This is an optimization exercise on Yosys and OpenROAD, whose aim is small area, not a production implementation.
RTL that was checked went through simulation tests only; none was proved equivalent to the original.
Power figures rest on the tool's default switching activity, not on a simulated workload. No driver is modelled on the clock port, so clocking that relies on it looks cheaper here than on a real chip.

==> 05-14 <==
// rhd_recorder
module rhd_recorder (
    input  wire                        clk,
    input  wire                        rstn,
    input  wire                        record_start,
    input  wire [4-1:0]  miso,
    output logic                       busy,
    output logic                       done,
    output logic                       cs,
    output logic                       sclk,
    output logic                       mosi,
    output rhd_pkg::channel_t          channel,
    output logic                       sample_valid,
    output rhd_pkg::sample_index_t     sample_index,
    output rhd_pkg::sample_t           sample_data
);
export LEC_CHECK = 0
export CAP_MARGIN = 20
export CORE_MARGIN = 2
export CORE_UTILIZATION = 55
export CTS_BUF_LIST = sky130_fd_sc_hd__clkbuf_16
export CTS_CLUSTER_DIAMETER = 70
export CTS_CLUSTER_SIZE = 32
export PLACE_DENSITY = 0.65
export SLEW_MARGIN = 20
create_clock -name core_clock -period 10.0 [get_ports {clk}]
standard.sh (not shown) runs the stock make flow with config.mk's settings and CLKGATE_MAP_FILE= SYNTH_SCRIPT=/design/flow/synth_recipe.tcl, a recipe that flattens the netlist after the stock synthesis.
==> flow/flow/run.sh <==
#!/bin/bash
# Standard layout with three changes:
#  - synthesis maps logic with an area-only ABC script (flow/abc_area_map.script);
#    everything else in synthesis is the standard script, so the registers are
#    the standard synthesis's;
#  - no dummy loads in the clock tree, larger leaf clusters;
#  - the smallest buffer on the ports.
set -euo pipefail
cd "$(dirname "$0")/.."
rm -rf synth_scripts
cp -r "$FLOW_HOME/scripts" synth_scripts
cp flow/abc_area_map.script synth_scripts/abc_speed.script
bash standard.sh "SCRIPTS_DIR=$PWD/synth_scripts" synth > flow_synth.log 2>&1
bash standard.sh \
  "CTS_ARGS=-sink_clustering_enable -repair_clock_nets -sink_clustering_size 36 -sink_clustering_max_diameter 90 -buf_list sky130_fd_sc_hd__clkbuf_16 -dont_use_dummy_load" \
  "BUFFER_PORTS_ARGS=-buffer_cell sky130_fd_sc_hd__buf_1" \
  finish > flow_make.log 2>&1
==> flow/flow/abc_area_map.script <==
strash
dch
map -a
topo
==> 06-05: changes against 05-14 <==
==> flow/flow/abc_area_map.script (replaced) <==
strash
dc2
dch -f
map -a
topo
==> results.toml <==
[synthesis]
synth_compound_area_share_pct = 2.26
netlist.area_leader.share_pct = 95.5
synthSimpleGateAreaFrac_pct = 1.61
synth.net_count = 4948
synth_area_leaders = "dfxtp_1, o21ai_0, nand2_1"

[critical_path]
crit_path_start = "sample_index[4]$_SDFF_PN0_"
worstReg2RegEnd = "ring_45[2]$_DFF_P_"

[floorplan]
coreArea_um2 = 156000
die_h_um = 400

[power_and_ir_drop]
switching_power_uw = 4290

[detailed_routing]
wl_um = 109000

[finish]
fill_cells = 11600
drive_above_1_share_pct = 3.22
fin_nets = 5146

[run_status]
status = "timing/DRC/antenna clean"

[sta]
fin_ws_ns = 3.40
[end of results for 06-05]
==> results.toml <==
[synthesis]
synth.net_count = 4976
synthSimpleGateAreaFrac_pct = 1.35
synth_area_leaders = "dfxtp_1, a21oi_1, nor2_1"
netlist.area_leader.share_pct = 95.3
synth_compound_area_share_pct = 2.56

[global_routing]
grt_usage_pct = 13.6

[critical_path]
worstReg2RegEnd = "ring_36[7]$_DFF_P_"
critPathLaunchType = "flip-flop"
arrival_ns = 4.03
crit_path_start = "sample_index[3]$_SDFF_PN0_"

[finish]
fin_nets = 5179
drive_above_1_share_pct = 3.43
fill_cells = 11500

[detailed_routing]
wl_um = 110000
first_iter_violations = 2276

[sta]
fin_ws_ns = 3.97

[floorplan]
die_h_um = 400
coreArea_um2 = 156000

[run_status]
status = "timing/DRC/antenna clean"
[end of results for 05-14]

---

==> inputs of v19 <==
Starting RTL as in the previous note.
==> flow/config.mk <==
export PLATFORM = sky130hd
export DESIGN_NAME = rhd_recorder
export DESIGN_NICKNAME = rhd_recorder
export VERILOG_FILES = /design/flow/design.v
export SDC_FILE = /design/flow/constraint.sdc
export NUM_CORES = 4
export LEC_CHECK = 0
export CAP_MARGIN = 20
export CORE_MARGIN = 2
export CORE_UTILIZATION = 55
export CTS_BUF_LIST = sky130_fd_sc_hd__clkbuf_16
export CTS_CLUSTER_DIAMETER = 70
export CTS_CLUSTER_SIZE = 32
export PLACE_DENSITY = 0.65
export SLEW_MARGIN = 20
==> flow/constraint.sdc <==
create_clock -name core_clock -period 10.0 [get_ports {clk}]
set_input_delay 2.0000 -clock core_clock [delete_from_list [all_inputs] [get_ports {clk}]]
set_output_delay 2.0000 -clock core_clock [all_outputs]
set_load 0.01 [all_outputs]
==> flow/flow/run.sh <==
#!/bin/bash
# Standard layout with two CTS/port-buffer changes: no dummy loads in the
# clock tree, and the smallest buffer on the ports.
set -euo pipefail
cd "$(dirname "$0")/.."
bash standard.sh \
  "CTS_ARGS=-sink_clustering_enable -repair_clock_nets -sink_clustering_size 36 -sink_clustering_max_diameter 90 -buf_list sky130_fd_sc_hd__clkbuf_16 -dont_use_dummy_load" \
  "BUFFER_PORTS_ARGS=-buffer_cell sky130_fd_sc_hd__buf_1" \
  finish > flow_make.log 2>&1
==> v17: changes against v19 <==
==> flow/flow/run.sh (replaced) <==
#!/bin/bash
# Standard layout with two CTS/port-buffer changes: no dummy loads in the
# clock tree, and the smallest buffer on the ports.
set -euo pipefail
cd "$(dirname "$0")/.."
bash standard.sh \
  "CTS_ARGS=-sink_clustering_enable -repair_clock_nets -sink_clustering_size 35 -sink_clustering_max_diameter 70 -buf_list sky130_fd_sc_hd__clkbuf_16 -dont_use_dummy_load" \
  "BUFFER_PORTS_ARGS=-buffer_cell sky130_fd_sc_hd__buf_1" \
  finish > flow_make.log 2>&1
- CORE_UTILIZATION: 55 -> 40
- PLACE_DENSITY: 0.65 -> unset
==> v20: changes against v19 <==
==> flow/flow/run.sh (replaced) <==
#!/bin/bash
# Standard layout with three changes:
#  - synthesis maps logic with an area-only ABC script (flow/abc_area_map.script);
#    everything else in synthesis is the standard script, so the registers are
#    the standard synthesis's;
#  - no dummy loads in the clock tree, larger leaf clusters;
#  - the smallest buffer on the ports.
set -euo pipefail
cd "$(dirname "$0")/.."
rm -rf synth_scripts
cp -r "$FLOW_HOME/scripts" synth_scripts
cp flow/abc_area_map.script synth_scripts/abc_speed.script
bash standard.sh "SCRIPTS_DIR=$PWD/synth_scripts" synth > flow_synth.log 2>&1
bash standard.sh \
  "CTS_ARGS=-sink_clustering_enable -repair_clock_nets -sink_clustering_size 36 -sink_clustering_max_diameter 130 -buf_list sky130_fd_sc_hd__clkbuf_16 -dont_use_dummy_load" \
  "BUFFER_PORTS_ARGS=-buffer_cell sky130_fd_sc_hd__buf_1" \
  finish > flow_make.log 2>&1
==> flow/flow/abc_area_map.script (new file) <==
strash
dc2
dch -f
map -a
topo
==> comparison table <==
                                                                      v17          v19          v20
Register fraction of the total cell area                            87.1%        88.3%        89.0%
Maximum number of pins on one net before global-route repair           56           76           37
Metal-1 WL                                                       58500 um     59600 um     59400 um
Status                                           timing/DRC/antenna clean  timing/DRC/antenna clean  timing/DRC/antenna clean
Multi-input gates                                                     613          613          720
Area of the core                                              217000 um^2  158000 um^2  156000 um^2
Tap Cells                                                            2854         2072         2058
Drt via density                                                      3.89         4.31         4.30
Skew-Pair Late Insertion Delay                                    0.79 ns      0.76 ns      0.81 ns
Global Route Usage Sum                                              10.0%        13.6%        13.7%
Switching power summed over all nets                              4320 uW      4300 uW      4280 uW
Met2 track demand over resource in global routing                   14.7%        18.9%        19.2%
Number of gates on the worst path with buffers counted                  9            9           13
Worst-path maximum fanout                                              16           11           16
Num rows                                                              171          146          145

---

==> inputs of 12-27 <==
rhd_recorder, a different RTL version from the one above (not shown whole).
Design rhd_recorder, start of the top module:
module rhd_recorder (
    input  wire                        clk,
    input  wire                        rstn,
    input  wire                        record_start,
    input  wire [4-1:0]  miso,
    output logic                       busy,
    output logic                       done,
    output logic                       cs,
    output logic                       sclk,
    output logic                       mosi,
    output rhd_pkg::channel_t          channel,
    output logic                       sample_valid,
    output rhd_pkg::sample_index_t     sample_index,
    output rhd_pkg::sample_t           sample_data
);
    localparam int XFER  = 2 * 2 * 16 + 3 + 3;    
    localparam int RING  = XFER - 1;                                                    
    localparam int FIRST = 2;                                          
    localparam int LAST  = 2 + 32 - 1;                  
    logic       strm;      
    logic [6:0] u;         
    logic       act;       
    logic       xfer;      
    assign u    = sample_index[6:0];
    assign xfer = busy && !strm;
    assign act  = !strm && (channel <= 6'(LAST));    
    assign done = strm && !sample_valid && (sample_index == 8'd0);
    always_ff @(posedge clk) begin
        if (!rstn) begin
            busy         <= 1'b0;
            strm         <= 1'b0;
            channel      <= '0;
            sample_index <= '0;
            sample_valid <= 1'b0;
        end else begin
            sample_index <= sample_index + 1'b1;
            if (!busy) begin
                sample_index <= '0;
                if (record_start) begin
                    busy    <= 1'b1;
                    channel <= '0;
                end
  ...
export LEC_CHECK = 0
export CAP_MARGIN = 20
export CORE_MARGIN = 2
export CORE_UTILIZATION = 40
export CTS_BUF_LIST = sky130_fd_sc_hd__clkbuf_16
export CTS_CLUSTER_DIAMETER = 70
export CTS_CLUSTER_SIZE = 32
export SLEW_MARGIN = 20
create_clock -name core_clock -period 10.0 [get_ports {clk}]
run.sh (not shown) runs the stock make flow with config.mk's settings and CLKGATE_MAP_FILE= SYNTH_SCRIPT=/design/flow/synth_recipe.tcl, a recipe that flattens the netlist after the stock synthesis.
Stock flow here: none of the scripts above is used.
==> inputs of 10-14, as changes to 12-27 <==
CORE_UTILIZATION = 60   (was 40)
CTS_BUF_LIST = sky130_fd_sc_hd__clkbuf_8   (was sky130_fd_sc_hd__clkbuf_16)
CTS_CLUSTER_DIAMETER = 40   (was 70)
CTS_CLUSTER_SIZE = 22   (was 32)
PLACE_DENSITY = 0.7   (was not set)
==> inputs of 11-25, as changes to 12-27 <==
==> flow/flow/run.sh (new file) <==
#!/bin/bash
# Standard layout with two CTS/port-buffer changes: no dummy loads in the
# clock tree, and the smallest buffer on the ports.
set -euo pipefail
cd "$(dirname "$0")/.."
bash standard.sh \
  "CTS_ARGS=-sink_clustering_enable -repair_clock_nets -sink_clustering_size 32 -sink_clustering_max_diameter 70 -buf_list sky130_fd_sc_hd__clkbuf_16 -dont_use_dummy_load" \
  "BUFFER_PORTS_ARGS=-buffer_cell sky130_fd_sc_hd__buf_1" \
  finish > flow_make.log 2>&1
==> flow/standard.sh (new file) <==
#!/bin/bash
# synth_recipe.tcl (not shown) runs the flow's synth.tcl, then flattens the netlist and writes it again
# the make line also repeats each setting of config.mk as NAME=value (left out here)
make -C /OpenROAD-flow-scripts/flow DESIGN_CONFIG=/design/flow/config.mk WORK_HOME=/design/flow/orfs CLKGATE_MAP_FILE= SYNTH_SCRIPT=/design/flow/synth_recipe.tcl "${@:-finish}"
removed: flow/run.sh
==> inputs of 09-03, as changes to 12-27 <==
CORE_UTILIZATION = 60   (was 40)
CTS_CLUSTER_DIAMETER = 50   (was 70)
CTS_CLUSTER_SIZE = 36   (was 32)
PLACE_DENSITY = 0.7   (was not set)
==> comparison table <==
quantity	11-25	09-03	12-27	10-14
Met3 Usage GRT	2.10%	3.70%	2.15%	4.26%
Capturing instance or port of the critical path	sample_data[11]	sample_data[2]	sample_data[12]	mosi
Setup slack after placement	4.68 ns	3.79 ns	4.10 ns	3.79 ns
Buffers & Inverters on Critical Path	1	1	2	3
Startpoint of the lowest-slack register-to-register path	sample_index[3]	sample_index[3]	channel[2]	sample_index[3]
Layer with the highest usage	met2	met1	met2	met1
Vias in the first global route	29400	30500	29400	31200
Net Sw Power	4.41 mW	5.50 mW	4.75 mW	5.40 mW
Area growth syn-to-layout	8.60%	10.6%	9.84%	10.8%
Met1 WL	56700 µm	59700 µm	57800 µm	59100 µm
Number of well-tap cells placed	2871	1917	2871	1917
Mean routed wirelength per cell	14.3 µm	16.1 µm	14.2 µm	15.6 µm
Number of rows created at floorplan	172	140	172	140
Sequential portion of the cell area	87.2%	85.6%	86.2%	85.5%
Detailed-route vias per instance	3.88	4.32	3.84	4.30
Normalized max-slew margin	23.5%	17.5%	25.0%	19.8%
Number of inserted filler cells in the final layout	18900	9345	18700	9328
Data arrival time of the critical path	4.11 ns	4.79 ns	4.61 ns	4.88 ns
Minimum period implied by the final worst setup slack	6.11 ns	6.79 ns	6.61 ns	6.88 ns
Stages on the worst setup path	5	5	8	8
Clock insertion delay at the later pin of the skew report	0.83 ns	0.80 ns	0.83 ns	1.02 ns
Placement-stage cell area	91500 µm²	90600 µm²	91800 µm²	90600 µm²
Result of the run	timing/DRC/antenna clean	timing/DRC/antenna clean	timing/DRC/antenna clean	timing/DRC/antenna clean
No functional check of the RTL was part of any run of this note.

---

==> run M: inputs <==
rhd_recorder, a different RTL version from the one above (not shown whole).
clock: 10.0 ns
lec_check: 0
cap_margin: 20
core_margin: 2
core_utilization: 40
cts_buf_list: sky130_fd_sc_hd__clkbuf_16
cts_cluster_diameter: 70
cts_cluster_size: 32
slew_margin: 20
Stock flow here: none of the scripts above is used.
==> run H (differences from run M) <==
- CTS_BUF_LIST: sky130_fd_sc_hd__clkbuf_16 -> sky130_fd_sc_hd__clkbuf_8
- CTS_CLUSTER_DIAMETER: 70 -> 50
- CTS_CLUSTER_SIZE: 32 -> 20
==> qor summary <==
| metric | run H | run M |
|---|---|---|
| Total met2 wirelength after detailed routing | 45,200 um | 44,600 um |
| DRT Pass-1 Iters | 5 | 6 |
| P per Cell Area | 251 nW/um2 | 251 nW/um2 |
| H-tree lvl count | 5 | 4 |
| Met3 Use GR | 2.25% | 1.96% |
| Antenna diode instance count | 9 | 8 |
| Maximum clock insertion buffer count | 4 | 3 |
| Post-layout power | 24,400 uW | 24,400 uW |
| Routed wire length | 113,000 um | 111,000 um |
| Outcome | timing/DRC/antenna clean | timing/DRC/antenna clean |
| Number of buffers created by CTS | 279 | 157 |
| Clock Buffer Count | 299 | 158 |
| Routed length per instance | 13.8 um | 13.8 um |
| End of the worst register-to-register path | ring_17[55]$_DFF_P_ | ring_15[45]$_DFF_P_ |
| Power in the clock group | 7770 uW | 7730 uW |
| CTS root buf | clkbuf_8 | clkbuf_16 |
| Fraction of area in clock buffers and inverters | 5.03% | 4.79% |

---

==> harbor: inputs <==
RTL: one of the versions met above, not the one the previous note started from.
export LEC_CHECK = 0
export CAP_MARGIN = 20
export CORE_MARGIN = 2
export CORE_UTILIZATION = 40
export CTS_BUF_LIST = sky130_fd_sc_hd__clkbuf_16
export CTS_CLUSTER_DIAMETER = 70
export CTS_CLUSTER_SIZE = 32
export SLEW_MARGIN = 20
create_clock -name core_clock -period 10.0 [get_ports {clk}]
standard.sh (not shown) runs the stock make flow with config.mk's settings and CLKGATE_MAP_FILE= SYNTH_SCRIPT=/design/flow/synth_recipe.tcl, a recipe that flattens the netlist after the stock synthesis.
==> flow/flow/run.sh <==
#!/bin/bash
# Standard layout with two CTS/port-buffer changes: no dummy loads in the
# clock tree, and the smallest buffer on the ports.
set -euo pipefail
cd "$(dirname "$0")/.."
bash standard.sh \
  "CTS_ARGS=-sink_clustering_enable -repair_clock_nets -sink_clustering_size 35 -sink_clustering_max_diameter 130 -buf_list sky130_fd_sc_hd__clkbuf_16 -dont_use_dummy_load" \
  "BUFFER_PORTS_ARGS=-buffer_cell sky130_fd_sc_hd__buf_1" \
  finish > flow_make.log 2>&1
==> sierra (differences from harbor) <==
==> flow/flow/run.sh (replaced) <==
#!/bin/bash
# Standard layout with three changes:
#  - synthesis maps logic with an area-only ABC script (flow/abc_area_map.script);
#    everything else in synthesis is the standard script, so the registers are
#    the standard synthesis's;
#  - no dummy loads in the clock tree, larger leaf clusters;
#  - the smallest buffer on the ports.
set -euo pipefail
cd "$(dirname "$0")/.."
rm -rf synth_scripts
cp -r "$FLOW_HOME/scripts" synth_scripts
cp flow/abc_area_map.script synth_scripts/abc_speed.script
bash standard.sh "SCRIPTS_DIR=$PWD/synth_scripts" synth > flow_synth.log 2>&1
bash standard.sh \
  "CTS_ARGS=-sink_clustering_enable -repair_clock_nets -sink_clustering_size 35 -sink_clustering_max_diameter 90 -buf_list sky130_fd_sc_hd__clkbuf_16 -dont_use_dummy_load" \
  "BUFFER_PORTS_ARGS=-buffer_cell sky130_fd_sc_hd__buf_1" \
  finish > flow_make.log 2>&1
==> flow/flow/abc_area_map.script (new file) <==
strash
dch
map -a
topo
--- a/flow/config.mk
+++ b/flow/config.mk
@@ -7,8 +7,9 @@
 export LEC_CHECK = 0
 export CAP_MARGIN = 20
 export CORE_MARGIN = 2
-export CORE_UTILIZATION = 40
+export CORE_UTILIZATION = 55
 export CTS_BUF_LIST = sky130_fd_sc_hd__clkbuf_16
 export CTS_CLUSTER_DIAMETER = 70
 export CTS_CLUSTER_SIZE = 32
+export PLACE_DENSITY = 0.65
 export SLEW_MARGIN = 20
==> summary of the runs <==
sierra completed with no timing, DRC or antenna violations. harbor went through all stages and came out clean. In harbor the area after synthesis is higher than in sierra, by about 0.9%. Of harbor and sierra, harbor has the higher die area (gap 38%, measured against sierra). In harbor the cell count is larger than in sierra, by 8.0%. Of harbor and sierra, harbor has the higher wire length (gap about 1.2%, measured against sierra).

## what the ideal ports hide
The flow's constraints put no driver on any port. The routed layouts listed below were extracted and timed again, unchanged, in two steps. Step 1: set_driving_cell puts a clkbuf_16 on clk and a buf_2 on each other input, an assumption about the parent block. Step 2 also shifts input and output timing later by t, the mid clock arrival at the registers, as if the neighbouring blocks saw the same clock. Slacks: ideal ports / drivers / drivers and shift; pairs: ideal ports / drivers.
run	t (ns)	setup WS [ns]	hold slack, ns	worst setup path after step 2	pins driven straight from the clock port
05-14	0.851	3.970 / 3.894 / 4.745	0.281 / 0.281 / 0.281	register to output	1
06-05	0.837	3.402 / 3.329 / 4.166	0.259 / 0.259 / 0.259	register to output	1
v19	0.821	3.742 / 3.664 / 4.485	0.265 / 0.265 / 0.265	register to output	1
v17	0.847	3.878 / 3.794 / 4.640	0.243 / 0.243 / 0.243	register to output	1
v20	0.843	3.381 / 3.309 / 4.152	0.293 / 0.293 / 0.293	register to output	1
12-27	0.885	3.394 / 3.313 / 4.199	0.296 / 0.296 / 0.296	register to output	1
10-14	1.053	3.121 / 3.047 / 4.100	0.276 / 0.276 / 0.276	register to output	1
11-25	0.854	3.886 / 3.805 / 4.659	0.241 / 0.241 / 0.241	register to output	1
09-03	0.879	3.210 / 3.133 / 4.011	0.297 / 0.297 / 0.297	register to output	1
run M	0.885	3.545 / 3.467 / 4.352	0.288 / 0.288 / 0.288	register to output	1
run H	1.050	3.453 / 3.378 / 4.428	0.270 / 0.270 / 0.270	register to output	1
harbor	0.850	3.686 / 3.610 / 4.460	0.292 / 0.292 / 0.292	register to output	1
sierra	0.845	3.946 / 3.867 / 4.712	0.288 / 0.288 / 0.288	register to output	1
After both steps every run listed still meets setup and hold.
